From an optimization exercise on the open Yosys and OpenROAD flow, aimed at small area, a short achievable clock period and few clock cycles per item; shortcuts taken in it are not production practice.
In this exercise RTL edits were held to simulation tests only and were not proved equivalent to the original.

==> flow/design.v (outline; a module is shown in full before it is edited, if it fits) <==
// module lwe_axil_slave: 163 lines
// module lwe_reg_file: 35 lines
// module lwe_keygen_engine: 121 lines
// module lwe_fold32: 130 lines
// module lwe_macc2: 854 lines
// module lwe_fold16: 22 lines
// module lwe_keygen_top: 35 lines
module lwe_keygen_top #(
    parameter int unsigned                     Q         = 3329,
    parameter logic [lwe_regs_pkg::ADDR_W-1:0] BASE_ADDR = 32'h4000_6000
) (
    input  logic                            clk,
    input  logic                            rst_n,
    input  logic                            awvalid,
    output logic                            awready,
    input  logic [lwe_regs_pkg::ADDR_W-1:0] awaddr,
    input  logic                            wvalid,
    output logic                            wready,
    input  logic [lwe_regs_pkg::DATA_W-1:0] wdata,
    output logic                            bvalid,
    input  logic                            bready,
    output logic [1:0]                      bresp,
    input  logic                            arvalid,
    output logic                            arready,
    input  logic [lwe_regs_pkg::ADDR_W-1:0] araddr,
    output logic                            rvalid,
    input  logic                            rready,
    output logic [lwe_regs_pkg::DATA_W-1:0] rdata,
    output logic [1:0]                      rresp
);
  // ...
==> flow/flow/run.sh <==
#!/bin/bash
# The standard layout, with three changes made through ORFS variables:
# - the port buffers are buf_2 cells instead of the default delay buffers;
# - clock tree synthesis clusters up to 28 sinks per leaf buffer and adds no dummy loads;
# - the resizer's setup repair aims at 22.8 ns of slack on the 30 ns clock.
# Each tool's output goes to a log file in this folder.
set -euo pipefail
bash standard.sh \
  BUFFER_PORTS_ARGS="-buffer_cell sky130_fd_sc_hd__buf_2" \
  CTS_ARGS="-sink_clustering_enable -repair_clock_nets -dont_use_dummy_load -sink_clustering_size 28 -sink_clustering_max_diameter 120" \
  SETUP_SLACK_MARGIN=22.8 \
  finish > standard_finish.log 2>&1
==> flow/standard.sh <==
#!/bin/bash
# synth_recipe.tcl (not shown) runs the flow's synth.tcl, then flattens the netlist and writes it again
# the make line also repeats each setting of config.mk as NAME=value (left out here)
make -C /OpenROAD-flow-scripts/flow DESIGN_CONFIG=/design/flow/config.mk WORK_HOME=/design/flow/orfs CLKGATE_MAP_FILE= SYNTH_SCRIPT=/design/flow/synth_recipe.tcl "${@:-finish}"
==> flow/config.mk <==
export PLATFORM = sky130hd
export DESIGN_NAME = lwe_keygen_top
export DESIGN_NICKNAME = lwe_keygen_top
export VERILOG_FILES = /design/flow/design.v
export SDC_FILE = /design/flow/constraint.sdc
export NUM_CORES = 4
export LEC_CHECK = 0
export CAP_MARGIN = 20
export CORE_MARGIN = 2
export CORE_UTILIZATION = 40
export PLACE_DENSITY = 0.6
export SETUP_SLACK_MARGIN = 1.5
export SLEW_MARGIN = 20
==> flow/constraint.sdc <==
create_clock -name core_clock -period 30.0 [get_ports {clk}]
set_input_delay 6.0000 -clock core_clock [delete_from_list [all_inputs] [get_ports {clk}]]
set_output_delay 6.0000 -clock core_clock [all_outputs]
set_load 0.01 [all_outputs]
==> flow_metrics.py, run 1 <==
metrics = {
    "setup_path": {
        "critPathRequiredTime_ps": 24000,
        "path_cells": "buf_2",
        "endpoint": "wready",
        "path_buf_inv": 1,
        "slowest_stage": "dfrtp_1",
        "r2r_end": "u_engine.rbuf[24]$_DFFE_PP_",
        "reg2regPathDepth": 21,
    },
    "final_layout": {
        "bufAreaShareNonClock": 0.0270,
        "multi_input_comb_cells": 1500,
        "clkCellAreaFrac": 0.0168,
        "largest_cell_class": "multi-input combinational cells",
        "layout.nets": 3100,
    },
    "yosys": {
        "synth_simple_gate_area_frac": 0.0883,
        "synth_edf_count": 392,
    },
    "die": {
        "die-area_um2": 81800,
        "die_w_um": 286,
        "coreArea_um2": 78900,
    },
    "run_status": {
        "status": "no timing/DRC/antenna violations",
    },
    "routing": {
        "dr_total_vias": 19200,
    },
    "placed_design": {
        "dp_cells": 3595,
        "dp_hpwl_um": 58000,
    },
    "global_routing": {
        "grt_util_met2": 0.333,
        "grtUsageTotal": 0.200,
    },
    "sta": {
        "period_share": 0.238,
        "slew_viol_final": 0,
    },
    "min_path": {
        "hp-class": "flip-flop to flip-flop",
    },
    "clock_network": {
        "clk_path_buf_depth": 3,
    },
}
Testbench counts, summed over its fixed seeds: cycles 2,432, keygens 64.
==> run 2: changes to the inputs <==
==> flow/flow/run.sh (replaced) <==
#!/bin/bash
# The standard layout, with three changes made through ORFS variables:
# - the port buffers are buf_2 cells instead of the default delay buffers;
# - clock tree synthesis clusters up to 24 sinks per leaf buffer and adds no dummy loads;
# - the resizer's setup repair aims at 22.8 ns of slack on the 30 ns clock.
# Each tool's output goes to a log file in this folder.
set -euo pipefail
bash standard.sh \
  BUFFER_PORTS_ARGS="-buffer_cell sky130_fd_sc_hd__buf_2" \
  CTS_ARGS="-sink_clustering_enable -repair_clock_nets -dont_use_dummy_load -sink_clustering_size 24 -sink_clustering_max_diameter 120" \
  SETUP_SLACK_MARGIN=22.8 \
  finish > standard_finish.log 2>&1
==> flow_metrics.py, run 2 <==
metrics = {
    "yosys": {
        "synth-compound-area-share": 0.0599,
        "ys_seq_area_frac": 0.450,
        "yosysWarnings": 8,
        "muxShareOfSynthArea": 0.0892,
        "synth_top_cells_by_count": "edfxtp_1 (392), inv_1 (392), fa_1 (314)",
        "synthXorXnorAreaFrac": 0.0129,
        "synth_top_area_frac": 0.370,
        "syn_inst": 2511,
        "yosysTopAreaCell": "edfxtp_1",
        "synth_edf_count": 392,
        "synthFlopType": "edfxtp_1",
        "synth_top_family_by_area": "adder cells",
        "synthAdderAreaFrac": 0.235,
        "ys_types": 78,
        "synth_simple_gate_area_frac": 0.0883,
        "async_flop_share": 0.0547,
        "syn-cell-area_um2": 31800,
        "ys_ff_latch": 512,
        "avgSynthCellArea_um2": 12.7,
        "synth_area_leaders": "edfxtp_1 (37%), fa_1 (20%), dfxtp_1 (5.8%)",
    },
    "die": {
        "die-area_um2": 81800,
        "ioPinCount": 144,
        "dieHeight_um": 286,
        "rows": 103,
        "die_w_um": 286,
        "coreArea_um2": 78900,
        "start_util": 0.403,
    },
    "routing": {
        "wirelength_um": 81700,
        "ant_nets": 0,
        "dr_total_vias": 19200,
        "dr.pass1.iters": 5,
        "drc": 0,
        "via_per_inst": 5.29,
        "drt_iter0_markers": 1548,
        "avgRoutedWirePerCell_um": 22.5,
    },
    "final_layout": {
        "reg_top3": "u_reg_file.word x336, u_engine.rbuf x32, u_engine.ybuf x15",
        "layout_common_cells": "inv_1 (392), edfxtp_1 (392), fa_1 (314), nand2_1 (200), and2_1 (145)",
        "largest_register_ffs": 336,
        "drive_gt1_frac": 0.160,
        "syn_to_final_growth_pct": 8.07,
        "fin_util": 0.436,
        "layout.cells.non_filler": 3633,
        "layout.nets": 3094,
        "fillers": 7250,
        "regMostFlops": "u_reg_file.word",
    },
    "global_routing": {
        "grt_start_max_net_pins": 61,
        "antenna_found_initial": 3,
        "grt_overflow": 0,
        "grtUsageTotal": 0.201,
        "grt_pass1_vias": 20200,
        "grt_first_pass_wirelength_um": 124000,
    },
    "setup_path": {
        "critPathTopFamily": "flip-flops",
        "slowest_stage": "dfrtp_1",
        "endpoint_kind": "primary output",
        "path_class": "flip-flop to primary output",
        "arrival_ps": 1180,
        "path_cells": "buf_2",
        "cp-start-kind": "flip-flop",
        "path_buf_inv": 1,
        "slowest_delay_ps": 410,
        "critPathRequiredTime_ps": 24000,
        "path_max_fanout": 2,
    },
    "clock_network": {
        "cts_root_buffer": "clkbuf_16",
        "htreeDepth": 1,
        "ctsHoldBuffers": 0,
        "cts_tree": "built",
        "clk_path_buf_depth": 3,
        "cts_inserted_buffers": 26,
        "clk_pin_slew_ps": 100,
        "clock_latency_ps": 620,
        "cts.sinks": 512,
    },
    "sta": {
        "rsz0062_at_grt": "yes",
        "period_share": 0.239,
        "fmax_ghz": 0.139,
        "max-slew-margin-rel": 0.276,
        "worst_pin_slew_ps": 1090,
        "fin_setup_tns_ps": 0,
        "slew_viol_final": 0,
        "finalHoldViolations": 0,
        "fin_worst_skew_ps": 99.4,
        "setup_viol_count_final": 0,
        "fin_crit_ps": 7180,
    },
    "flow_run": {
        "drv_cap": 0,
    },
    "placed_design": {
        "gp_congestion": 0.908,
        "dp_cells": 3595,
        "dp_hpwl_um": 58000,
        "port_buffers": 117,
    },
    "run_status": {
        "status": "no timing/DRC/antenna violations",
    },
    "min_path": {
        "hp-class": "flip-flop to flip-flop",
    },
}
==> run 2: what timing repair did <==
item	4_1_cts	5_1_grt
setup endpoints to repair	10	13
resized for setup	28	19
pin swaps	0	2
buffers inserted	1	10
==> run 2: cells by family after synthesis <==
logic type,Yosys count
flops,512
simple gates,565
xor+xnor,46
mux,182
compound gates,276
fa+ha+maj,408
other cells,1
buf+inv,521
==> run 2: layer usage <==
layer,GRT usage,up-vias,part of all wire
met3,0.0290,118,0.071
met4,0.0533,0,0.027
met1,0.276,9970,0.42
li1,-,8486,-
met5,0,-,0
met2,0.335,653,0.48
==> run 2: worst paths after layout <==
kind                                                start                          end  slack [ps]  cells past startpoint
worst max-delay path             u_slave.wready$_DFF_PN0_                       wready       22820                      1
worst min-delay path            u_engine.r_idx[0]$_DFF_P_    u_engine.y_idx[0]$_DFF_P_         340                      0
worst max register to register  u_engine.op_b0[3]$_DFF_P_  u_engine.rbuf[24]$_DFFE_PP_       22980                     21
worst min register to register  u_engine.r_idx[0]$_DFF_P_    u_engine.y_idx[0]$_DFF_P_         340                      0
max in group asynchronous                           rst_n     u_engine.run$_DFFE_PN0P_       24160                      1
min in group asynchronous                           rst_n    u_slave.arready$_DFF_PN0_        5390                      1
==> run 2: per-stage QoR <==
step	hold slack, ps	worst slack (ps)	cell area [µm²]
floorplan	310	22610	31900
global placement	317	22280	33500
detailed placement	318	22270	33500
CTS	342	22790	34200
global route	346	22790	34400
finish	336	22820	34400
==> run 2: cell type report <==
| cell class | instances | area [µm²] | area share |
|---|---|---|---|
| multi-input combinational | 1500 | 15700 | 0.456 |
| inverter | 392 | 1470 | 0.0428 |
| antenna | 1 | 2.50 | 0.0000728 |
| tap | 1050 | 1310 | 0.0382 |
| timing repair buffer | 152 | 873 | 0.0254 |
| sequential | 512 | 14400 | 0.419 |
| clock buffer | 26 | 651 | 0.0189 |
==> module lwe_axil_slave, before the edit <==
module lwe_axil_slave #(
    parameter logic [lwe_regs_pkg::ADDR_W-1:0] BASE_ADDR = 32'h4000_6000
) (
    input  logic        clk,
    input  logic        rst_n,
    input  logic        awvalid,
    output logic        awready,
    input  logic [31:0] awaddr,
    input  logic        wvalid,
    output logic        wready,
    input  logic [31:0] wdata,
    output logic        bvalid,
    input  logic        bready,
    output logic [1:0]  bresp,
    input  logic        arvalid,
    output logic        arready,
    input  logic [31:0] araddr,
    output logic        rvalid,
    input  logic        rready,
    output logic [31:0] rdata,
    output logic [1:0]  rresp,
    output logic        w_load,      
    input  logic        w_held_d0,   
    output logic        op_wr,       
    output logic [4:0]  op_idx,
    output logic        start,       
    output logic [4:0]  rd_idx,      
    input  logic [11:0] rd_t,        
    input  logic [11:0] rd_op,       
    input  logic        ops_free,    
    input  logic        busy,
    input  logic        done,
    input  logic        active,    
    input  logic        hold,      
    input  logic        hold_d,    
    input  logic [3:0]  pend       
);
    localparam logic [24:0] WIN = BASE_ADDR[31:7];
    logic       aw_v;
    logic       aw_op;       
    logic       aw_ctl;      
    logic [4:0] aw_idx;
    logic       w_v;
    logic       w_lost;
    logic       bsk_v;
    logic       bsk_err;
    logic       aw_hs, w_hs;
    logic       in_hit, in_op, in_ctl;
    logic       have_aw, have_w, b_space, exec;
    logic       c_op, c_ctl, c_lost, c_d0, ok, busy_v, eng;
    assign aw_hs  = awvalid && awready;
    assign w_hs   = wvalid && wready;
    assign in_hit = (awaddr[31:7] == WIN);
    assign in_op  = in_hit && !(awaddr[6] && awaddr[5]);
    assign in_ctl = in_hit && (awaddr[6:2] == lwe_regs_pkg::IDX_CTRL);
    assign have_aw = aw_v || aw_hs;
    assign have_w  = w_v || w_hs;
    assign b_space = !(bvalid && bsk_v);
    assign exec    = have_aw && have_w && b_space && !hold;
    assign c_op   = aw_v ? aw_op  : in_op;
    assign c_ctl  = aw_v ? aw_ctl : in_ctl;
    assign c_lost = w_v  ? w_lost : eng;
    assign c_d0   = w_v  ? w_held_d0 : wdata[0];
    assign busy_v = busy || start;
    assign eng    = active || start;
    assign ok     = (c_op || c_ctl) && !busy_v && !c_lost;
    assign w_load = w_hs && !eng;
    assign op_wr  = exec && ok && c_op;
    assign op_idx = aw_v ? aw_idx : awaddr[6:2];
    always_ff @(posedge clk or negedge rst_n) begin
        if (!rst_n) begin
            aw_v    <= 1'b0;
            w_v     <= 1'b0;
            start   <= 1'b0;
            awready <= 1'b0;
            wready  <= 1'b0;
            bvalid  <= 1'b0;
            bsk_v   <= 1'b0;
        end else begin
            start   <= exec && ok && c_ctl && c_d0;
            aw_v    <= have_aw && !exec;
            w_v     <= have_w && !exec;
            awready <= !(have_aw && !exec);
            wready  <= !(have_w && !exec) && !hold_d;
            if (!bvalid || bready) begin
                bvalid <= bsk_v || exec;
                bsk_v  <= bsk_v && exec;
            end else begin
                bsk_v  <= bsk_v || exec;
            end
        end
    end
    always_ff @(posedge clk) begin
        if (aw_hs && !aw_v) begin
            aw_op  <= in_op;
            aw_ctl <= in_ctl;
            aw_idx <= awaddr[6:2];
        end
        if (w_hs) begin
            w_lost <= eng;
        end
        if (!bvalid || bready) begin
            bresp[1] <= bsk_v ? bsk_err : !ok;
            bsk_err  <= !ok;
        end else if (!bsk_v) begin
            bsk_err  <= !ok;
        end
    end
    assign bresp[0] = 1'b0;
    logic       q_v;
    logic       q_err;
    logic       q_t;
    logic       q_ase;
    logic       q_rdy;
    logic [4:0] q_idx;
    logic       ar_hs, in_rhit, pop;
    logic [4:0] in_ridx;
    logic [11:0] r_data;
    assign ar_hs   = arvalid && arready;
    assign in_ridx = araddr[6:2];
    assign in_rhit = (araddr[31:7] == WIN);
    assign pop     = q_v && (!rvalid || rready) && !(q_t && pend[q_idx[1:0]]) &&
                     !(q_ase && !q_rdy);
    always_ff @(posedge clk or negedge rst_n) begin
        if (!rst_n) begin
            q_v     <= 1'b0;
            q_rdy   <= 1'b0;
            arready <= 1'b0;
            rvalid  <= 1'b0;
        end else begin
            q_v     <= (q_v && !pop) || ar_hs;
            q_rdy   <= q_v && !pop && ops_free;
            arready <= !((q_v && !pop) || ar_hs);
            if (!rvalid || rready) begin
                rvalid <= pop;
            end
        end
    end
    always_ff @(posedge clk) begin
        if (ar_hs) begin
            q_err <= !in_rhit || (in_ridx[4:2] == 3'b111 && in_ridx[1:0] != 2'b01);
            q_idx <= in_ridx;
            q_t   <= in_rhit && in_ridx[4:2] == 3'b110;
            q_ase <= in_rhit && !(in_ridx[4] && in_ridx[3]);
        end
        if (pop) begin
            rresp[1]    <= q_err;
            rdata[11:0] <= r_data;
        end
    end
    assign rd_idx = q_idx;
    always_comb begin
        if (q_err) begin
            r_data = '0;
        end else if (q_idx == lwe_regs_pkg::IDX_STATUS) begin
            r_data = {10'b0, done && !start, busy_v};
        end else begin
            r_data = q_t ? rd_t : rd_op;
        end
    end
    assign rresp[0]     = 1'b0;
    assign rdata[31:12] = '0;
endmodule
==> module lwe_keygen_engine, before the edit <==
module lwe_keygen_engine (
    input  logic         clk,
    input  logic         rst_n,
    input  logic [31:0]  wdata,
    input  logic         w_load,
    output logic         w_held_d0,
    input  logic         op_wr,
    input  logic [4:0]   op_idx,
    input  logic         start,
    input  logic [4:0]   rd_idx,     
    output logic [11:0]  rd_op,      
    output logic         ops_free,   
    input  logic [191:0] mat_a,
    input  logic [47:0]  vec_s,
    input  logic [47:0]  vec_e,
    output logic         busy,
    output logic         done,
    output logic         active,
    output logic         hold,
    output logic         hold_d,
    output logic [3:0]   pend,
    output logic [11:0]  wr_data,
    output logic         wr_en,
    output logic [4:0]   wr_idx
);
    logic [31:0] rbuf;
    logic [14:0] ybuf;
    logic        r_v, y_v;
    logic [4:0]  r_idx, y_idx;
    logic        run;
    logic [2:0]  cnt;
    logic [1:0]  wait_n;
    logic [2:0]  nxt;
    logic [11:0] op_a0, op_a1, op_b0, op_b1, op_e;
    logic [25:0] addend, esum;
    logic [14:0] fold;
    logic        hazard, step, row_done;
    assign ops_free = !(start || run);
    assign nxt = !ops_free ? cnt + {2'b0, step} :
                 !rd_idx[4] ? {rd_idx[3:2], rd_idx[1]} :
                 rd_idx[2]  ? {rd_idx[1:0], 1'b0} : {2'b00, rd_idx[1]};
    assign rd_op = !rd_idx[4] ? (rd_idx[0] ? op_a1 : op_a0) :
                   rd_idx[2]  ? op_e : (rd_idx[0] ? op_b1 : op_b0);
    always_ff @(posedge clk) begin
        op_a0 <= mat_a[{nxt, 1'b0}*12 +: 12];
        op_a1 <= mat_a[{nxt, 1'b1}*12 +: 12];
        op_b0 <= nxt[0] ? vec_s[24 +: 12] : vec_s[0  +: 12];
        op_b1 <= nxt[0] ? vec_s[36 +: 12] : vec_s[12 +: 12];
        op_e  <= vec_e[nxt[2:1]*12 +: 12];
    end
    assign addend = cnt[0] ? rbuf[25:0] : {14'b0, op_e};
    lwe_macc2 u_macc (
        .a0(op_a0), .b0(op_b0), .a1(op_a1), .b1(op_b1), .c(addend), .y(esum)
    );
    lwe_fold32 u_fold32 (.x(rbuf), .y(fold));
    lwe_fold16 u_fold16 (.y(ybuf), .r(wr_data));
    assign hazard = y_v && (y_idx == 5'd0 || y_idx == 5'd1 || y_idx == 5'd16 ||
                            y_idx == 5'd17 || y_idx == 5'd20);
    assign step     = run && (wait_n == 2'd0);
    assign hold_d   = hold ? !(y_v && y_idx == 5'd27) : (step && cnt == 3'd0);
    assign row_done = step && cnt[0];
    always_ff @(posedge clk) begin
        if (run) begin
            rbuf <= {6'b0, esum};
        end else if (w_load) begin
            rbuf <= wdata;
        end
        ybuf  <= fold;
        r_idx <= run ? {3'b110, cnt[2:1]} : op_idx;
        y_idx <= r_idx;
    end
    assign w_held_d0 = rbuf[0];
    assign wr_en     = y_v;
    assign wr_idx    = y_idx;
    always_ff @(posedge clk or negedge rst_n) begin
        if (!rst_n) begin
            busy   <= 1'b0;
            done   <= 1'b0;
            active <= 1'b0;
            hold   <= 1'b0;
            pend   <= 4'b0;
            run    <= 1'b0;
            cnt    <= 3'd0;
            wait_n <= 2'd0;
            r_v    <= 1'b0;
            y_v    <= 1'b0;
        end else begin
            r_v  <= op_wr || row_done;
            y_v  <= r_v;
            hold <= hold_d;
            if (start) begin
                busy   <= 1'b1;
                done   <= 1'b0;
                active <= 1'b1;
                pend   <= 4'hF;
                run    <= 1'b1;
                wait_n <= {1'b0, hazard};
            end else begin
                if (wait_n != 2'd0) begin
                    wait_n <= wait_n - 2'd1;
                end
                if (step && cnt == 3'd0) begin
                    busy <= 1'b0;
                    done <= 1'b1;
                end
                if (step && cnt == 3'd7) begin
                    run <= 1'b0;
                end
                if (y_v && y_idx[4:3] == 2'b11) begin
                    pend[y_idx[1:0]] <= 1'b0;
                    if (y_idx[1:0] == 2'd3) begin
                        active <= 1'b0;
                    end
                end
            end
            if (step) begin
                cnt <= cnt + 3'd1;
            end
        end
    end
endmodule
==> module lwe_keygen_top, before the edit <==
module lwe_keygen_top #(
    parameter int unsigned                     Q         = 3329,
    parameter logic [lwe_regs_pkg::ADDR_W-1:0] BASE_ADDR = 32'h4000_6000
) (
    input  logic                            clk,
    input  logic                            rst_n,
    input  logic                            awvalid,
    output logic                            awready,
    input  logic [lwe_regs_pkg::ADDR_W-1:0] awaddr,
    input  logic                            wvalid,
    output logic                            wready,
    input  logic [lwe_regs_pkg::DATA_W-1:0] wdata,
    output logic                            bvalid,
    input  logic                            bready,
    output logic [1:0]                      bresp,
    input  logic                            arvalid,
    output logic                            arready,
    input  logic [lwe_regs_pkg::ADDR_W-1:0] araddr,
    output logic                            rvalid,
    input  logic                            rready,
    output logic [lwe_regs_pkg::DATA_W-1:0] rdata,
    output logic [1:0]                      rresp
);
    logic         w_load, w_held_d0, op_wr, start, busy, done, active, hold, hold_d;
    logic [3:0]   pend;
    logic [4:0]   op_idx, rd_idx, wr_idx;
    logic [11:0]  rd_t, rd_op, wr_data;
    logic         ops_free;
    logic         wr_en;
    logic [191:0] mat_a;
    logic [47:0]  vec_s, vec_e;
    lwe_axil_slave #(.BASE_ADDR(BASE_ADDR)) u_slave (.*);
    lwe_reg_file u_reg_file (.*);
    lwe_keygen_engine u_engine (.*);
endmodule
==> run 3: changes to the inputs <==
--- a/flow/design.v
+++ b/flow/design.v
@@ -44,5 +44,6 @@
     input  logic [11:0] rd_t,        
     input  logic [11:0] rd_op,       
-    input  logic        ops_free,    
+    output logic        rd_pend,     
+    input  logic        osel_rd,     
     input  logic        busy,
     input  logic        done,
@@ -146,5 +147,5 @@
         end else begin
             q_v     <= (q_v && !pop) || ar_hs;
-            q_rdy   <= q_v && !pop && ops_free;
+            q_rdy   <= q_v && osel_rd;
             arready <= !((q_v && !pop) || ar_hs);
             if (!rvalid || rready) begin
@@ -165,5 +166,6 @@
         end
     end
-    assign rd_idx = q_idx;
+    assign rd_idx  = q_idx;
+    assign rd_pend = q_v && q_ase;
     always_comb begin
         if (q_err) begin
@@ -225,6 +227,7 @@
     input  logic         start,
     input  logic [4:0]   rd_idx,     
+    input  logic         rd_pend,    
     output logic [11:0]  rd_op,      
-    output logic         ops_free,   
+    output logic         osel_rd,    
     input  logic [191:0] mat_a,
     input  logic [47:0]  vec_s,
@@ -246,22 +249,50 @@
     logic        run;
     logic [2:0]  cnt;
-    logic [1:0]  wait_n;
-    logic [2:0]  nxt;
+    logic        wait_n;
+    logic [7:0]  osel;
+    logic [7:0]  osel_d;
+    logic [2:0]  nxt_d, rsel;
+    logic [3:0]  orow;
+    logic        ohalf;
+    logic        run_d, wait_d, step_d;
+    logic [2:0]  cnt_d;
     logic [11:0] op_a0, op_a1, op_b0, op_b1, op_e;
+    logic [11:0] a0_in, a1_in, e_in;
     logic [25:0] addend, esum;
     logic [14:0] fold;
     logic        hazard, step, row_done;
-    assign ops_free = !(start || run);
-    assign nxt = !ops_free ? cnt + {2'b0, step} :
-                 !rd_idx[4] ? {rd_idx[3:2], rd_idx[1]} :
-                 rd_idx[2]  ? {rd_idx[1:0], 1'b0} : {2'b00, rd_idx[1]};
+    assign rsel = !rd_idx[4] ? {rd_idx[3:2], rd_idx[1]} :
+                  rd_idx[2]  ? {rd_idx[1:0], 1'b0} : {2'b00, rd_idx[1]};
     assign rd_op = !rd_idx[4] ? (rd_idx[0] ? op_a1 : op_a0) :
                    rd_idx[2]  ? op_e : (rd_idx[0] ? op_b1 : op_b0);
+    assign run_d  = start || (run && !(step && cnt == 3'd7));
+    assign wait_d = start && hazard;
+    assign step_d = run_d && !wait_d;
+    assign cnt_d  = cnt + {2'b0, step};
+    assign nxt_d  = run_d ? cnt_d + {2'b0, step_d} : (rd_pend ? rsel : 3'd0);
+    always_comb begin
+        osel_d = 8'b0;
+        osel_d[nxt_d] = 1'b1;
+    end
+    always_comb begin
+        a0_in = '0;
+        a1_in = '0;
+        e_in  = '0;
+        for (int k = 0; k < 8; k++) begin
+            a0_in = a0_in | ({12{osel[k]}} & mat_a[(2*k)*12 +: 12]);
+            a1_in = a1_in | ({12{osel[k]}} & mat_a[(2*k+1)*12 +: 12]);
+        end
+        for (int r = 0; r < 4; r++) begin
+            orow[r] = osel[2*r] | osel[2*r+1];
+            e_in    = e_in | ({12{orow[r]}} & vec_e[r*12 +: 12]);
+        end
+        ohalf = osel[1] | osel[3] | osel[5] | osel[7];
+    end
     always_ff @(posedge clk) begin
-        op_a0 <= mat_a[{nxt, 1'b0}*12 +: 12];
-        op_a1 <= mat_a[{nxt, 1'b1}*12 +: 12];
-        op_b0 <= nxt[0] ? vec_s[24 +: 12] : vec_s[0  +: 12];
-        op_b1 <= nxt[0] ? vec_s[36 +: 12] : vec_s[12 +: 12];
-        op_e  <= vec_e[nxt[2:1]*12 +: 12];
+        op_a0 <= a0_in;
+        op_a1 <= a1_in;
+        op_b0 <= ohalf ? vec_s[24 +: 12] : vec_s[0  +: 12];
+        op_b1 <= ohalf ? vec_s[36 +: 12] : vec_s[12 +: 12];
+        op_e  <= e_in;
     end
     assign addend = cnt[0] ? rbuf[25:0] : {14'b0, op_e};
@@ -271,9 +302,10 @@
     lwe_fold32 u_fold32 (.x(rbuf), .y(fold));
     lwe_fold16 u_fold16 (.y(ybuf), .r(wr_data));
-    assign hazard = y_v && (y_idx == 5'd0 || y_idx == 5'd1 || y_idx == 5'd16 ||
-                            y_idx == 5'd17 || y_idx == 5'd20);
-    assign step     = run && (wait_n == 2'd0);
-    assign hold_d   = hold ? !(y_v && y_idx == 5'd27) : (step && cnt == 3'd0);
+    assign hazard = (osel != 8'h01) ||
+                    (y_v && (y_idx == 5'd0 || y_idx == 5'd1 || y_idx == 5'd16 ||
+                             y_idx == 5'd17 || y_idx == 5'd20));
+    assign step     = run && !wait_n;
     assign row_done = step && cnt[0];
+    assign hold_d   = hold ? !(y_v && y_idx == 5'd27) : (step && cnt == 3'd0);
     always_ff @(posedge clk) begin
         if (run) begin
@@ -291,18 +323,25 @@
     always_ff @(posedge clk or negedge rst_n) begin
         if (!rst_n) begin
-            busy   <= 1'b0;
-            done   <= 1'b0;
-            active <= 1'b0;
-            hold   <= 1'b0;
-            pend   <= 4'b0;
-            run    <= 1'b0;
-            cnt    <= 3'd0;
-            wait_n <= 2'd0;
-            r_v    <= 1'b0;
-            y_v    <= 1'b0;
+            busy    <= 1'b0;
+            done    <= 1'b0;
+            active  <= 1'b0;
+            hold    <= 1'b0;
+            pend    <= 4'b0;
+            run     <= 1'b0;
+            cnt     <= 3'd0;
+            wait_n  <= 1'b0;
+            osel    <= 8'h01;
+            osel_rd <= 1'b0;
+            r_v     <= 1'b0;
+            y_v     <= 1'b0;
         end else begin
-            r_v  <= op_wr || row_done;
-            y_v  <= r_v;
-            hold <= hold_d;
+            r_v     <= op_wr || row_done;
+            y_v     <= r_v;
+            hold    <= hold_d;
+            run     <= run_d;
+            wait_n  <= wait_d;
+            cnt     <= cnt_d;
+            osel    <= osel_d;
+            osel_rd <= !run_d && rd_pend;
             if (start) begin
                 busy   <= 1'b1;
@@ -310,17 +349,9 @@
                 active <= 1'b1;
                 pend   <= 4'hF;
-                run    <= 1'b1;
-                wait_n <= {1'b0, hazard};
             end else begin
-                if (wait_n != 2'd0) begin
-                    wait_n <= wait_n - 2'd1;
-                end
                 if (step && cnt == 3'd0) begin
                     busy <= 1'b0;
                     done <= 1'b1;
                 end
-                if (step && cnt == 3'd7) begin
-                    run <= 1'b0;
-                end
                 if (y_v && y_idx[4:3] == 2'b11) begin
                     pend[y_idx[1:0]] <= 1'b0;
@@ -330,7 +361,4 @@
                 end
             end
-            if (step) begin
-                cnt <= cnt + 3'd1;
-            end
         end
     end
@@ -1370,5 +1398,5 @@
     logic [4:0]   op_idx, rd_idx, wr_idx;
     logic [11:0]  rd_t, rd_op, wr_data;
-    logic         ops_free;
+    logic         rd_pend, osel_rd;
     logic         wr_en;
     logic [191:0] mat_a;
==> flow_metrics.py, run 3 <==
metrics = {
    "final_layout": {
        "reg_top3": "u_reg_file.word x336, u_engine.rbuf x32, u_engine.ybuf x15",
        "drive_gt1_frac": 0.124,
        "layout_common_cells": "inv_1 (392), edfxtp_1 (392), fa_1 (314), nand2_1 (205), and2_1 (153)",
        "fin_util": 0.436,
        "syn_to_final_growth_pct": 7.66,
        "fillers": 7087,
        "largest_register_ffs": 336,
        "layout.cells.non_filler": 3690,
        "regMostFlops": "u_reg_file.word",
        "layout.nets": 3162,
    },
    "die": {
        "rows": 102,
        "coreArea_um2": 77700,
        "ioPinCount": 144,
        "dieHeight_um": 284,
        "die_w_um": 284,
        "start_util": 0.405,
        "die-area_um2": 80900,
    },
    "global_routing": {
        "grtUsageTotal": 0.203,
        "grt_first_pass_wirelength_um": 126000,
        "grt_overflow": 0,
        "grt_pass1_vias": 21000,
        "antenna_found_initial": 3,
        "grt_start_max_net_pins": 55,
    },
    "sta": {
        "period_share": 0.241,
        "worst_pin_slew_ps": 1090,
        "finalHoldViolations": 0,
        "rsz0062_at_grt": "yes",
        "fin_setup_tns_ps": 0,
        "fmax_ghz": 0.138,
        "fin_crit_ps": 7240,
        "fin_worst_skew_ps": 94.4,
        "max-slew-margin-rel": 0.273,
        "slew_viol_final": 0,
        "hold-worst-slack_ps": 340,
        "setup_viol_count_final": 0,
    },
    "setup_path": {
        "slowest_delay_ps": 500,
        "crit_cells": 1,
        "timing.rr.start": "u_engine.op_a0[0]$_DFF_P_",
        "slowest_stage": "edfxtp_1",
        "path_cells": "buf_6",
        "r2r_end": "u_engine.rbuf[24]$_DFFE_PP_",
        "critPathTopFamily": "flip-flops",
        "cp-start-kind": "flip-flop",
        "rrSetupSlack_ps": 22980,
        "path_max_fanout": 1,
        "arrival_ps": 1240,
        "critPathRequiredTime_ps": 24000,
        "path_class": "flip-flop to primary output",
        "reg2regPathDepth": 23,
        "path_buf_inv": 1,
        "endpoint_kind": "primary output",
    },
    "routing": {
        "avgRoutedWirePerCell_um": 22.3,
        "dr.pass1.iters": 5,
        "ant_nets": 0,
        "wirelength_um": 82200,
        "drt_iter0_markers": 1490,
        "dr_total_vias": 19900,
        "drc": 0,
        "via_per_inst": 5.39,
    },
    "flow_run": {
        "drv_cap": 0,
    },
    "placed_design": {
        "port_buffers": 117,
        "gp_congestion": 0.872,
        "dp_hpwl_um": 57500,
        "dp_cells": 3662,
    },
    "yosys": {
        "yosysWarnings": 8,
        "syn-cell-area_um2": 31500,
        "async_flop_share": 0.0692,
        "ys_types": 78,
        "synth_top_area_frac": 0.374,
        "synthFlopType": "edfxtp_1",
        "yosysTopAreaCell": "edfxtp_1",
        "synth_top_cells_by_count": "edfxtp_1 (392), inv_1 (392), fa_1 (314)",
        "synth_area_leaders": "edfxtp_1 (37%), fa_1 (20%), dfxtp_1 (5.9%)",
        "syn_inst": 2601,
        "synth_edf_count": 392,
        "ys_ff_latch": 520,
        "avgSynthCellArea_um2": 12.1,
        "ys_seq_area_frac": 0.461,
    },
    "clock_network": {
        "clock_latency_ps": 630,
        "cts_root_buffer": "clkbuf_16",
        "clk_pin_slew_ps": 100,
        "cts.sinks": 520,
        "cts_tree": "built",
        "clk_path_buf_depth": 3,
        "cts_inserted_buffers": 26,
        "ctsHoldBuffers": 0,
        "htreeDepth": 1,
    },
    "min_path": {
        "hp-class": "flip-flop to flip-flop",
        "hold_start": "u_engine.r_idx[1]$_DFF_P_",
        "hold_path_depth": 0,
        "hold_end": "u_engine.y_idx[1]$_DFF_P_",
    },
    "run_status": {
        "status": "no timing/DRC/antenna violations",
    },
}
-- run 3: metrics by stage --
stage	instance area, µm²	setup WS (ps)
final	33900	22760
after global routing	33900	22700
after CTS	33800	22740
after detailed placement	33100	22170
after global placement	33100	22200
after floorplan	31600	22550
-- run 3: logic make-up after synthesis --
kind of cell / Yosys count / share of synthesized area
DFF: 520 / 0.461
buffers and inverters: 530 / 0.0659
xor gates and xnor gates: 44 / 0.0122
adders and majority gates: 409 / 0.237
other: 1 / 0.000119
AOI/OAI and AO/OA: 377 / 0.0850
muxes: 98 / 0.0388
and+or+nand+nor: 622 / 0.0990
-- run 3: layout make-up --
| cell class | count | area, µm² | area share |
|---|---|---|---|
| multi-input combinational | 1573 | 15100 | 0.446 |
| antenna | 1 | 2.50 | 0.0000739 |
| inverter | 392 | 1470 | 0.0434 |
| sequential | 520 | 14600 | 0.431 |
| timing repair buffer | 138 | 749 | 0.0221 |
| tap | 1040 | 1300 | 0.0384 |
| clock buffer | 26 | 651 | 0.0192 |
-- run 3: how the worst max path moves through the flow --
stage / startpoint / end / slack (ps)
after detailed placement: awaddr[16] / u_slave.bresp[1]$_DFFE_PP_ / 22170
final: u_slave.rdata[2]$_SDFFCE_PP0P_ / rdata[2] / 22760
after global placement: awaddr[16] / u_slave.bresp[1]$_DFFE_PP_ / 22200
after floorplan: awaddr[10] / u_slave.bresp[1]$_DFFE_PP_ / 22550
after CTS: u_slave.rdata[3]$_SDFFCE_PP0P_ / rdata[3] / 22740
after global routing: u_slave.rdata[3]$_SDFFCE_PP0P_ / rdata[3] / 22700
-- run 3: routing by layer --
metal	wire length [µm]	GRT usage
met1	34200	0.271
met2	40000	0.344
met3	5580	0.0318
met4	2350	0.0567
met5	0	0
-- run 3: repair_timing --
| action | CTS | global route |
|---|---|---|
| endpoints found under the setup margin | 15 | 13 |
| pin swaps | 1 | 3 |
| hold endpoints to repair | 0 | 0 |
| resized for setup | 33 | 23 |
| buffers inserted | 1 | 0 |
Testbench counts of run 3, summed over its fixed seeds: cycles 2,432, keygens 64.
==> run 4: changes to the inputs <==
==> flow/flow/run.sh (replaced) <==
#!/bin/bash
# The standard layout, with three changes made through ORFS variables:
# - the port buffers are buf_2 cells instead of the default delay buffers;
# - clock tree synthesis clusters up to 24 sinks per leaf buffer and adds no dummy loads;
# - the resizer's setup repair aims at 23.0 ns of slack on the 30 ns clock.
# Each tool's output goes to a log file in this folder.
set -euo pipefail
bash standard.sh \
  BUFFER_PORTS_ARGS="-buffer_cell sky130_fd_sc_hd__buf_2" \
  CTS_ARGS="-sink_clustering_enable -repair_clock_nets -dont_use_dummy_load -sink_clustering_size 24 -sink_clustering_max_diameter 120" \
  SETUP_SLACK_MARGIN=23.0 \
  finish > standard_finish.log 2>&1
==> flow_metrics.py, run 4 <==
metrics = {
    "run_status": {
        "status": "no timing/DRC/antenna violations",
    },
    "setup_path": {
        "path_buf_inv": 1,
        "reg2regPathDepth": 21,
        "arrival_ps": 1160,
        "timing.rr.start": "u_engine.op_a0[8]$_DFF_P_",
        "slowest_delay_ps": 400,
        "critPathTopFamily": "flip-flops",
        "cp-start-kind": "flip-flop",
        "slowest_stage": "dfrtp_1",
        "critPathRequiredTime_ps": 24000,
        "endpoint_kind": "primary output",
        "path_class": "flip-flop to primary output",
        "rrSetupSlack_ps": 23110,
        "path_cells": "buf_2",
        "r2r_end": "u_engine.rbuf[24]$_DFFE_PP_",
        "path_max_fanout": 2,
    },
    "final_layout": {
        "largest_register_ffs": 336,
        "drive_gt1_frac": 0.135,
        "syn_to_final_growth_pct": 8.68,
        "layout_common_cells": "inv_1 (392), edfxtp_1 (392), fa_1 (314), nand2_1 (205), and2_1 (153)",
        "layout.cells.non_filler": 3715,
        "fillers": 7076,
        "regMostFlops": "u_reg_file.word",
        "layout.nets": 3187,
        "reg_top3": "u_reg_file.word x336, u_engine.rbuf x32, u_engine.ybuf x15",
    },
    "die": {
        "start_util": 0.405,
        "die-area_um2": 80900,
        "dieHeight_um": 284,
        "rows": 102,
        "coreArea_um2": 77700,
        "ioPinCount": 144,
        "die_w_um": 284,
    },
    "yosys": {
        "ys_ff_latch": 520,
        "yosysWarnings": 8,
        "synthAdderAreaFrac": 0.237,
        "synth_top_cells_by_count": "edfxtp_1 (392), inv_1 (392), fa_1 (314)",
        "synth_edf_count": 392,
        "ys_types": 78,
        "synth_area_leaders": "edfxtp_1 (37%), fa_1 (20%), dfxtp_1 (5.9%)",
        "avgSynthCellArea_um2": 12.1,
        "synth-compound-area-share": 0.0850,
        "synthXorXnorAreaFrac": 0.0122,
        "syn-cell-area_um2": 31500,
        "ys_seq_area_frac": 0.461,
        "synthFlopType": "edfxtp_1",
        "async_flop_share": 0.0692,
        "synth_top_family_by_area": "adder cells",
        "synth_top_area_frac": 0.374,
        "muxShareOfSynthArea": 0.0388,
        "syn_inst": 2601,
        "yosysTopAreaCell": "edfxtp_1",
        "synth_simple_gate_area_frac": 0.0990,
    },
    "sta": {
        "fin_crit_ps": 7160,
        "worst_pin_slew_ps": 968,
        "max-slew-margin-rel": 0.355,
        "slew_viol_final": 0,
        "rsz0062_at_grt": "yes",
        "fin_setup_tns_ps": 0,
        "fmax_ghz": 0.140,
        "period_share": 0.239,
        "finalHoldViolations": 0,
        "fin_worst_skew_ps": 105,
        "setup_viol_count_final": 0,
    },
    "routing": {
        "ant_nets": 0,
        "drt_iter0_markers": 1694,
        "via_per_inst": 5.35,
        "dr_total_vias": 19900,
        "dr.pass1.iters": 5,
        "wirelength_um": 81700,
        "avgRoutedWirePerCell_um": 22.0,
        "drc": 0,
    },
    "flow_run": {
        "drv_cap": 0,
    },
    "clock_network": {
        "clock_latency_ps": 620,
        "cts.sinks": 520,
        "clk_pin_slew_ps": 90,
        "cts_tree": "built",
        "htreeDepth": 1,
        "cts_inserted_buffers": 26,
        "cts_root_buffer": "clkbuf_16",
        "clk_path_buf_depth": 3,
    },
    "min_path": {
        "hold_end": "u_engine.y_idx[3]$_DFF_P_",
        "hp-class": "flip-flop to flip-flop",
        "hold_start": "u_engine.r_idx[3]$_SDFF_PP1_",
        "hold_path_depth": 0,
    },
    "global_routing": {
        "antenna_found_initial": 5,
        "grt_overflow": 0,
        "grtUsageTotal": 0.203,
        "grt_start_max_net_pins": 55,
        "grt_pass1_vias": 21100,
        "grt_first_pass_wirelength_um": 126000,
    },
    "placed_design": {
        "dp_hpwl_um": 57500,
        "port_buffers": 117,
        "gp_congestion": 0.866,
        "dp_cells": 3666,
    },
}
[run 4: metal layers]
layer / track usage / part of all wire / vias up
met5: 0 / 0 / -
met4: 0.0493 / 0.025 / 0
met3: 0.0252 / 0.061 / 124
met2: 0.351 / 0.49 / 658
met1: 0.271 / 0.42 / 10300
li1: - / - / 8834
[run 4: area by class of cell]
class | count | area (µm²) | area share
timing repair buffer | 163 | 972 | 0.0284
multi-input combinational | 1573 | 15200 | 0.445
inverter | 392 | 1470 | 0.0430
clock buffer | 26 | 651 | 0.0190
tap | 1040 | 1300 | 0.0380
sequential | 520 | 14600 | 0.427
antenna | 1 | 2.50 | 0.0000732
[run 4: how the worst max path moves through the flow]
stage | startpoint | to | slack [ps] | cells past startpoint
6_report | u_slave.wready$_DFF_PN0_ | wready | 22840 | 1
5_1_grt | u_slave.arready$_DFF_PN0_ | arready | 22790 | 1
4_1_cts | u_slave.awready$_DFF_PN0_ | awready | 22790 | 1
3_3_place_gp | awaddr[16] | u_slave.bresp[1]$_DFFE_PP_ | 22180 | 9
2_1_floorplan | awaddr[16] | u_slave.bresp[1]$_DFFE_PP_ | 22560 | 8
3_5_place_dp | awaddr[16] | u_slave.bresp[1]$_DFFE_PP_ | 22160 | 9
[run 4: cell families (layout without fill, tap and decap cells)]
family	count (synthesis)	count (layout)
adder cells (fa/ha/maj)	409	409
XOR/XNOR	44	44
other	1	24
AO/OA/AOI/OAI	377	377
multiplexers	98	98
buffers and inverters	530	581
AND/OR/NAND/NOR	622	622
flip-flops	520	520
[run 4: timing repair]
item                                    4_1_cts  5_1_grt
hold buffers                                  0        0
setup buffers                                 4       18
endpoints found under the setup margin       34       28
pin swaps                                     6        3
cloned                                        0        0
resized for setup                            54       17
[run 4: metrics by stage]
| stage | area, µm² | setup WS [ps] | util | hold WS (ps) |
|---|---|---|---|---|
| after floorplan | 31600 | 22560 | - | 310 |
| after global placement | 33100 | 22180 | 0.426 | 319 |
| after detailed placement | 33100 | 22160 | 0.426 | 319 |
| after CTS | 34000 | 22790 | 0.437 | 338 |
| after global routing | 34200 | 22790 | 0.440 | 346 |
| final | 34200 | 22840 | 0.440 | 336 |
==> run 5: changes to the inputs <==
==> flow/flow/run.sh (replaced) <==
#!/bin/bash
# The standard layout, with three changes made through ORFS variables:
# - the port buffers are buf_2 cells instead of the default delay buffers;
# - clock tree synthesis builds the tree of clkbuf_8 cells, clusters up to 16 sinks per leaf buffer and adds no dummy loads;
# - the resizer's setup repair aims at 23.0 ns of slack on the 30 ns clock.
# Each tool's output goes to a log file in this folder.
set -euo pipefail
bash standard.sh \
  BUFFER_PORTS_ARGS="-buffer_cell sky130_fd_sc_hd__buf_2" \
  CTS_ARGS="-sink_clustering_enable -repair_clock_nets -dont_use_dummy_load -sink_clustering_size 16 -sink_clustering_max_diameter 100 -buf_list sky130_fd_sc_hd__clkbuf_8" \
  SETUP_SLACK_MARGIN=23.0 \
  finish > standard_finish.log 2>&1
==> flow_metrics.py, run 5 <==
metrics = {
    "clock_network": {
        "cts_tree": "built",
        "clk_pin_slew_ps": 100,
        "htreeDepth": 2,
        "ctsHoldBuffers": 0,
        "clk_path_buf_depth": 3,
        "clock_latency_ps": 640,
        "cts_inserted_buffers": 41,
        "cts.sinks": 520,
        "cts_root_buffer": "clkbuf_8",
    },
    "placed_design": {
        "gp_congestion": 0.866,
        "port_buffers": 117,
        "dp_cells": 3666,
        "dp_hpwl_um": 57500,
    },
    "sta": {
        "period_share": 0.239,
        "fin_setup_tns_ps": 0,
        "slew_viol_final": 0,
        "max-slew-margin-rel": 0.345,
        "fin_worst_skew_ps": 116,
        "fmax_ghz": 0.140,
        "finalHoldViolations": 0,
        "rsz0062_at_grt": "yes",
        "setup_viol_count_final": 0,
        "worst_pin_slew_ps": 983,
        "fin_crit_ps": 7170,
    },
    "setup_path": {
        "slowest_stage": "dfrtp_1",
        "critPathLaunch": "u_slave.wready$_DFF_PN0_",
        "endpoint_kind": "primary output",
        "slowest_delay_ps": 400,
        "path_max_fanout": 2,
        "critPathRequiredTime_ps": 24000,
        "critPathTopFamily": "flip-flops",
        "cp-start-kind": "flip-flop",
        "path_class": "flip-flop to primary output",
        "timing.rr.start": "u_engine.op_a0[8]$_DFF_P_",
        "arrival_ps": 1170,
        "path_cells": "buf_2",
        "path_buf_inv": 1,
    },
    "die": {
        "start_util": 0.405,
        "die_w_um": 284,
        "dieHeight_um": 284,
        "coreArea_um2": 77700,
        "ioPinCount": 144,
        "die-area_um2": 80900,
        "rows": 102,
    },
    "yosys": {
        "synth_area_leaders": "edfxtp_1 (37%), fa_1 (20%), dfxtp_1 (5.9%)",
        "synth_top_cells_by_count": "edfxtp_1 (392), inv_1 (392), fa_1 (314)",
        "ys_ff_latch": 520,
        "yosysTopAreaCell": "edfxtp_1",
        "yosysWarnings": 8,
        "syn_inst": 2601,
        "avgSynthCellArea_um2": 12.1,
        "synth_top_area_frac": 0.374,
        "synthFlopType": "edfxtp_1",
        "ys_seq_area_frac": 0.461,
        "async_flop_share": 0.0692,
        "syn-cell-area_um2": 31500,
        "synth_edf_count": 392,
        "ys_types": 78,
    },
    "routing": {
        "drc": 0,
        "via_per_inst": 5.35,
        "dr.pass1.iters": 5,
        "ant_nets": 0,
        "drt_iter0_markers": 1624,
        "wirelength_um": 82200,
        "avgRoutedWirePerCell_um": 22.0,
        "dr_total_vias": 20000,
    },
    "flow_run": {
        "drv_cap": 0,
    },
    "min_path": {
        "hold_start": "u_engine.r_idx[2]$_SDFF_PP0_",
        "hp-class": "flip-flop to flip-flop",
    },
    "final_layout": {
        "largest_register_ffs": 336,
        "fin_util": 0.439,
        "regMostFlops": "u_reg_file.word",
        "syn_to_final_growth_pct": 8.50,
        "layout.nets": 3204,
        "drive_gt1_frac": 0.140,
        "layout.cells.non_filler": 3733,
        "reg_top3": "u_reg_file.word x336, u_engine.rbuf x32, u_engine.ybuf x15",
        "layout_common_cells": "inv_1 (392), edfxtp_1 (392), fa_1 (314), nand2_1 (205), and2_1 (153)",
    },
    "global_routing": {
        "grt_start_max_net_pins": 55,
        "antenna_found_initial": 5,
        "grt_overflow": 0,
        "grt_first_pass_wirelength_um": 126000,
        "grtUsageTotal": 0.203,
        "grt_pass1_vias": 21200,
    },
    "run_status": {
        "status": "no timing/DRC/antenna violations",
    },
}
## run 5: timing repair
item,CTS,global route
pin swaps,6,3
endpoints found under the hold margin,0,0
buffers inserted,4,20
setup endpoints to repair,33,29
gates resized for setup,51,21
## run 5: stage by stage
stage	hold slack [ps]	instance area [µm²]	setup slack, ps
3_5_place_dp	319	33100	22160
5_1_grt	348	34100	22790
4_1_cts	344	33900	22770
3_3_place_gp	319	33100	22180
2_1_floorplan	310	31600	22560
6_report	340	34100	22830
## run 5: metal layers
| layer | track usage | up-vias | wire (µm) |
|---|---|---|---|
| met1 | 0.270 | 10300 | 34600 |
| met3 | 0.0304 | 109 | 5490 |
| met5 | 0 | - | 0 |
| met4 | 0.0505 | 0 | 1680 |
| li1 | - | 8857 | - |
| met2 | 0.351 | 673 | 40500 |
## run 5: area by class of cell
class                   instances  area [µm²]
repair buffers                165         987
well taps                    1040        1300
fillers                      7086       43600
flip-flops and latches        520       14600
inverters                     392        1470
diodes                          2        5.00
multi-input cells            1573       15200
clock buffers                  41         564
## run 5: kinds of logic (layout without fill, tap and decap cells)
| family | Yosys count | in the layout | share of synthesized area |
|---|---|---|---|
| flip-flops | 520 | 520 | 0.461 |
| XOR/XNOR | 44 | 44 | 0.0122 |
| AND/OR/NAND/NOR | 622 | 622 | 0.0990 |
| adder cells (fa/ha/maj) | 409 | 409 | 0.237 |
| other | 1 | 25 | 0.000119 |
| buffers and inverters | 530 | 598 | 0.0659 |
| multiplexers | 98 | 98 | 0.0388 |
| AO/OA/AOI/OAI | 377 | 377 | 0.0850 |
## run 5: path summary, 6_finish.rpt
| check | depth (start not counted) | end | slack [ps] |
|---|---|---|---|
| max | 1 | wready | 22830 |
| min | 0 | u_engine.y_idx[2]$_DFF_P_ | 340 |
| max reg2reg | 21 | u_engine.rbuf[24]$_DFFE_PP_ | 23100 |
| min reg2reg | 0 | u_engine.y_idx[2]$_DFF_P_ | 340 |
| max in group asynchronous | 1 | u_engine.run$_DFF_PN0_ | 23890 |
| min in group asynchronous | 1 | u_slave.awready$_DFF_PN0_ | 5460 |

## re-timing with driven ports
How much do the figures lean on ideal ports? The routed layouts below were timed once more, with nothing changed but the port constraints. Step 1 assumes that a clkbuf_16 drives the clock port and a buf_2 every other input. Step 2 times the ports against the registers' clock, not the clock port: input delays grow and output delays shrink by t, the midpoint of the rising clock arrivals with the driver on. Three values: ideal, step 1, step 2; two values: the first two.
run	shift t [ns]	slack for setup (ns)	cell pins on the clock port's net
run 1	0.621	22.850 / 22.785 / 22.340	1
run 2	0.638	22.819 / 22.753 / 22.336	1
run 3	0.643	22.762 / 22.701 / 22.192	1
run 4	0.631	22.836 / 22.777 / 22.359	1
run 5	0.641	22.832 / 22.776 / 22.324	1
After both steps every run listed still meets setup and hold. For run 3, which loses most, drivers alone change the setup slack by -0.061 ns; drivers and shift together by -0.570 ns.
